This is an optimization exercise on Yosys and OpenROAD, whose aim is small area, a short achievable clock period and few clock cycles per item, not a production implementation.
Function was checked by simulation only, so behaviour that the tests miss may differ from the original.

==> run a <==
## stereo_state_variable_filter_top
module stereo_state_variable_filter_top (
  input  logic        clk,
  input  logic        rst,
  input  logic        in_valid,
  output logic        in_ready,
  input  logic [85:0] in_data,
  output logic        out_valid,
  input  logic        out_ready,
  output logic [47:0] out_data,
  input  logic        cfg_we,
  input  logic [16:0] cfg_data
);
  function automatic logic signed [31:0] sat32(input logic [35:0] v);
    if (v[35:31] == 5'b00000 || v[35:31] == 5'b11111) sat32 = v[31:0];
    else if (v[35])                                     sat32 = 32'sh80000000;
    else                                                sat32 = 32'sh7FFFFFFF;
  endfunction
  function automatic logic [47:0] enc30(input logic [29:0] a);
    logic [32:0] ax;
    logic [15:0] one, two, neg;
    ax = {2'b00, a, 1'b0};
    for (int i = 0; i < 16; i++) begin
      one[i] = ax[2*i] ^ ax[2*i+1];
      two[i] = (ax[2*i +: 3] == 3'b011) || (ax[2*i +: 3] == 3'b100);
      neg[i] = ax[2*i+2] && !(ax[2*i +: 3] == 3'b111);
    end
    enc30 = {one, two, neg};
  endfunction
  function automatic logic [26:0] enc17n(input logic [16:0] a);
    logic [18:0] ax;
    logic [8:0]  one, two, neg;
    ax = ~{1'b0, a, 1'b0};
    for (int i = 0; i < 9; i++) begin
      one[i] = ax[2*i] ^ ax[2*i+1];
      two[i] = (ax[2*i +: 3] == 3'b011) || (ax[2*i +: 3] == 3'b100);
      neg[i] = ax[2*i+2] && !(ax[2*i +: 3] == 3'b111);
    end
    enc17n = {one, two, neg};
  endfunction
  logic [1:0]  i_ch, i_mode;
  logic [23:0] i_l, i_r;
  logic [16:0] i_cut, i_damp, i_c, i_d, i_lo;
  assign {i_ch, i_l, i_r, i_cut, i_mode, i_damp} = in_data;
  logic [16:0] min_cutoff;
  always_comb begin
    i_lo = (i_cut < min_cutoff) ? min_cutoff : i_cut;
    i_c  = (i_lo > svf_pkg::ONE_Q16) ? svf_pkg::ONE_Q16 : i_lo;
    i_d  = (i_damp > svf_pkg::ONE_Q16) ? svf_pkg::ONE_Q16 : i_damp;
  end
  logic [3:0]  cv;
  ...
clock: 11.0 ns
lec_check: 0
cap_margin: 20
core_margin: 2
core_utilization: 50
setup_slack_margin: 2.0
slew_margin: 20
run.sh (not shown) runs the stock make flow with config.mk's settings and CLKGATE_MAP_FILE= SYNTH_SCRIPT=/design/flow/synth_recipe.tcl, a recipe that flattens the netlist after the stock synthesis.
==> inputs of run b, as changes to run a <==
--- a/flow/design.v
+++ b/flow/design.v
@@ -1,15 +1,15 @@
 package svf_pkg;
   localparam logic [16:0] ONE_Q16          = 17'd65536;
   localparam logic [16:0] MIN_CUTOFF_RESET = 17'd27;
   localparam logic [31:0] KX_Q32           = 32'd2231032131;
-  localparam logic [31:0] MAG6    = 32'd715827883;    
-  localparam logic [31:0] MAG120  = 32'd1145324613;   
-  localparam logic [31:0] MAG5040 = 32'd1745256553;   
+  localparam logic [31:0] MAGA6    = 32'd1431655766;   
+  localparam logic [31:0] MAGA120  = 32'd1145324613;   
+  localparam logic [31:0] MAGA5040 = 32'd1745256553;   
   localparam logic [1:0] MODE_OFF = 2'd0;
   localparam logic [1:0] MODE_LP  = 2'd1;
   localparam logic [1:0] MODE_HP  = 2'd2;
   localparam logic [1:0] MODE_BP  = 2'd3;
 endpackage
 module svf_div12 (
   input  logic        clk,
   input  logic        en,
@@ -4412,32 +4412,32 @@
   logic [47:0]        fBe;    
   logic signed [31:0] hpR, bpR, lpR;
   logic               v_act, v_side, v_first, v_last;
   logic signed [31:0] accV;
   logic signed [33:0] acc [2];
   logic               d1_L, d1_R, d2_L, d2_R;
   logic [47:0]        pbuf;
   logic [4:0]         ptok;
-  logic               c_run;
-  logic [8:0]         c_oh;      
+  logic [6:0]         c_oh;      
+  logic               c_run;     
+  logic               c_x;       
   logic [29:0]        f_new;
   logic a_last, stall, adv, out_free, release_w, accept, c_start;
   logic p_free, p_direct, p_move;
   assign out_free  = !out_valid || out_ready;
   assign stall     = (d2_L || ptok[4]) && !out_free;
   assign adv       = !stall;
   assign a_last    = a_run && (a_slot == 3'd5);
   assign p_free    = (ptok == 5'd0);
   assign p_move    = w_v && !a_run && (w_mode == svf_pkg::MODE_OFF) && p_free;
   assign release_w = a_last || p_move;
   assign in_ready  = adv && (!w_v || release_w);
   assign accept    = in_valid && in_ready;
   assign p_direct  = accept && (i_mode == svf_pkg::MODE_OFF) && p_free && !p_move;
-  assign c_run     = |c_oh;
   assign f_new     = 30'({bpR - {2'b0, lpR[29:0]}, 1'b0});
   assign c_start   = w_v && !a_run && (w_mode != svf_pkg::MODE_OFF) && !w_hit && !c_run;
   logic [2:0]         idxA;
   logic               sA;
   logic signed [25:0] xinA;
   logic signed [35:0] lA, hp_u;
   logic signed [31:0] lp_new, hp;
   logic               ovfL;
@@ -4467,38 +4467,32 @@
   assign lA     = {{2{xsum[63]}}, xsum[63:30]};
   assign ovfL   = !(lA[35:31] == 5'b00000 || lA[35:31] == 5'b11111);
   assign lp_new = sat32(lA);
   assign hp_u   = {{2{hsum[63]}}, hsum[63:30]};
   assign hp     = !ovfL ? sat32(hp_u) : (lA[35] ? hp_neg : hp_pos);
   logic signed [32:0] bmul;
   logic [63:0]        badd, x3;
   logic signed [31:0] bp_new;
-  logic [29:0]        t30, q6, q120, q5040;
+  logic [29:0]        t30;
   always_comb begin
     bmul = 33'(hpR);
     badd = {{2{bpR[31]}}, bpR, 30'h20000000};
     if (c_oh[0]) begin bmul = $signed({1'b0, svf_pkg::KX_Q32});  badd = 64'h20000; end
-    if (c_oh[3]) begin bmul = $signed({1'b0, svf_pkg::MAG6});    badd = 64'd0; end
-    if (c_oh[5]) begin bmul = $signed({1'b0, svf_pkg::MAG120});  badd = 64'd0; end
-    if (c_oh[7]) begin bmul = $signed({1'b0, svf_pkg::MAG5040}); badd = 64'd0; end
-    if (c_oh[1] || c_oh[2] || c_oh[4] || c_oh[6]) begin
+    if (c_x) begin
       bmul = $signed({3'b0, accV[29:0]});
       badd = 64'h20000000;
     end
   end
   logic [63:0]      bs, bc;
   svf_mul_fb u_fb (
     .one(fBe[47:32]), .two(fBe[31:16]), .neg(fBe[15:0]), .b(bmul), .a(badd), .s(bs), .c(bc));
   assign x3 = bs + bc;
   assign bp_new = sat32({{2{x3[63]}}, x3[63:30]});
   assign t30    = x3[59:30];
-  assign q6     = x3[61:32];
-  assign q120   = {4'd0, x3[62:37]};
-  assign q5040  = {10'd0, x3[62:43]};
   logic       n_side;
   logic [1:0] n_ch;
   logic [2:0] idxN;
   always_comb begin
     if (a_run && !a_last) begin
       n_ch   = w_ch;
       n_side = !a_slot[0];
     end else if (accept) begin
@@ -4522,16 +4516,18 @@
       b_act      <= 1'b0;
       v_act      <= 1'b0;
       d1_L       <= 1'b0;
       d1_R       <= 1'b0;
       d2_L       <= 1'b0;
       d2_R       <= 1'b0;
       ptok       <= '0;
       c_oh       <= '0;
+      c_run      <= 1'b0;
+      c_x        <= 1'b0;
       out_valid  <= 1'b0;
     end else begin
       if (cfg_we) min_cutoff <= cfg_data;
       if (out_valid && out_ready) out_valid <= 1'b0;
       if (adv) begin
         if (ptok[4]) begin
           out_data  <= pbuf;
           out_valid <= 1'b1;
@@ -4591,26 +4587,32 @@
         if (!c_run)
           accV  <= (b_mode == svf_pkg::MODE_LP) ? lpR :
                    (b_mode == svf_pkg::MODE_HP) ? hpR : bp_new;
         if (v_act) acc[v_side] <= (v_first ? 34'sd0 : acc[v_side]) + 34'(accV);
         d1_L <= v_act && v_last && !v_side;
         d1_R <= v_act && v_last && v_side;
         d2_L <= d1_L;
         d2_R <= d1_R;
-        c_oh <= {c_oh[7:0], c_start};
+        c_oh <= {c_oh[5:0], c_start};
+        c_run <= c_start || (c_run && !c_oh[6]);
+        c_x   <= c_oh[0] || c_oh[1] || c_oh[2] || c_oh[3];
         if (c_oh[0]) begin fBe <= enc30(x3[47:18]); accV <= {2'b0, x3[47:18]}; bpR <= {2'b0, x3[47:18]}; end
         if (c_oh[1]) accV <= {2'b0, t30};
-        if (c_oh[2] || c_oh[4] || c_oh[6]) fBe <= enc30(t30);
-        if (c_oh[3]) lpR <= {2'b0, q6};
-        if (c_oh[4]) bpR <= bpR - {2'b0, lpR[29:0]};
-        if (c_oh[5]) lpR <= {2'b0, q120};
-        if (c_oh[6]) bpR <= bpR + {2'b0, lpR[29:0]};
-        if (c_oh[7]) lpR <= {2'b0, q5040};
-        if (c_oh[8]) begin
+        if (c_oh[2] || c_oh[3] || c_oh[4]) begin
+          fBe  <= enc30(t30);
+          w_fe <= enc30(t30);
+          lpW  <= 32'sd0;
+          bpW  <= c_oh[2] ? $signed(svf_pkg::MAGA6) : c_oh[3] ? $signed(svf_pkg::MAGA120)
+                                                    : $signed(svf_pkg::MAGA5040);
+        end
+        if (c_oh[3]) lpR <= {2'b0, xsum[62:33]};
+        if (c_oh[4]) begin bpR <= bpR - {2'b0, lpR[29:0]}; lpR <= {5'b0, xsum[63:37]}; end
+        if (c_oh[5]) begin bpR <= bpR + {2'b0, lpR[29:0]}; lpR <= {11'b0, xsum[63:43]}; end
+        if (c_oh[6]) begin
           w_fe       <= enc30(f_new);
           ckey[w_ch] <= w_c;
           cf[w_ch]   <= f_new;
           cv[w_ch]   <= 1'b1;
           w_hit      <= 1'b1;
           a_run      <= 1'b1;
           a_slot     <= 3'd0;
         end
- CORE_UTILIZATION: 50 -> 60
- SETUP_SLACK_MARGIN: 2.0 -> 1.0
==> qor.txt <==
site row count: 174
status: timing/DRC/antenna clean
Final WS setup: 0.971 ns
Source of the figures above: run b

==> qor.txt <==
Final WS setup: 0.925 ns
leading area contributor after synthesis: edfxtp_1
CTS buffer count: 155
site row count: 190
status: timing/DRC/antenna clean
Source of the figures above: run a

Testbench counts of run a, summed over its fixed seeds: cycles 19,580, items 3,200.
Testbench counts of run b, summed over its fixed seeds: cycles 19,316, items 3,200.

static timing again, ports no longer ideal:
The flow's constraints put no driver on any port. The routed layouts listed below were extracted and timed again, unchanged, in two steps.
Step 1 assumes that a clkbuf_16 drives the clock port and a buf_2 every other input.
Step 2 also shifts input and output timing later by t, the mid clock arrival at the registers, as if the neighbouring blocks saw the same clock.
a / b / c = ideal / step 1 / step 2; a / b = the first two.
| run | shift t [ns] | slack for setup (ns) | worst hold slack (ns) | worst register clock-pin slew, ns | cell pins on the clock port's net |
|---|---|---|---|---|---|
| run a | 0.934 | 0.925 / 0.925 / 0.925 | 0.422 / 0.422 / 0.422 | 0.08 / 0.08 | 1 |
| run b | 0.963 | 0.971 / 0.971 / 0.971 | 0.359 / 0.359 / 0.359 | 0.07 / 0.07 | 1 |
After both steps setup and hold are still met in every run listed.
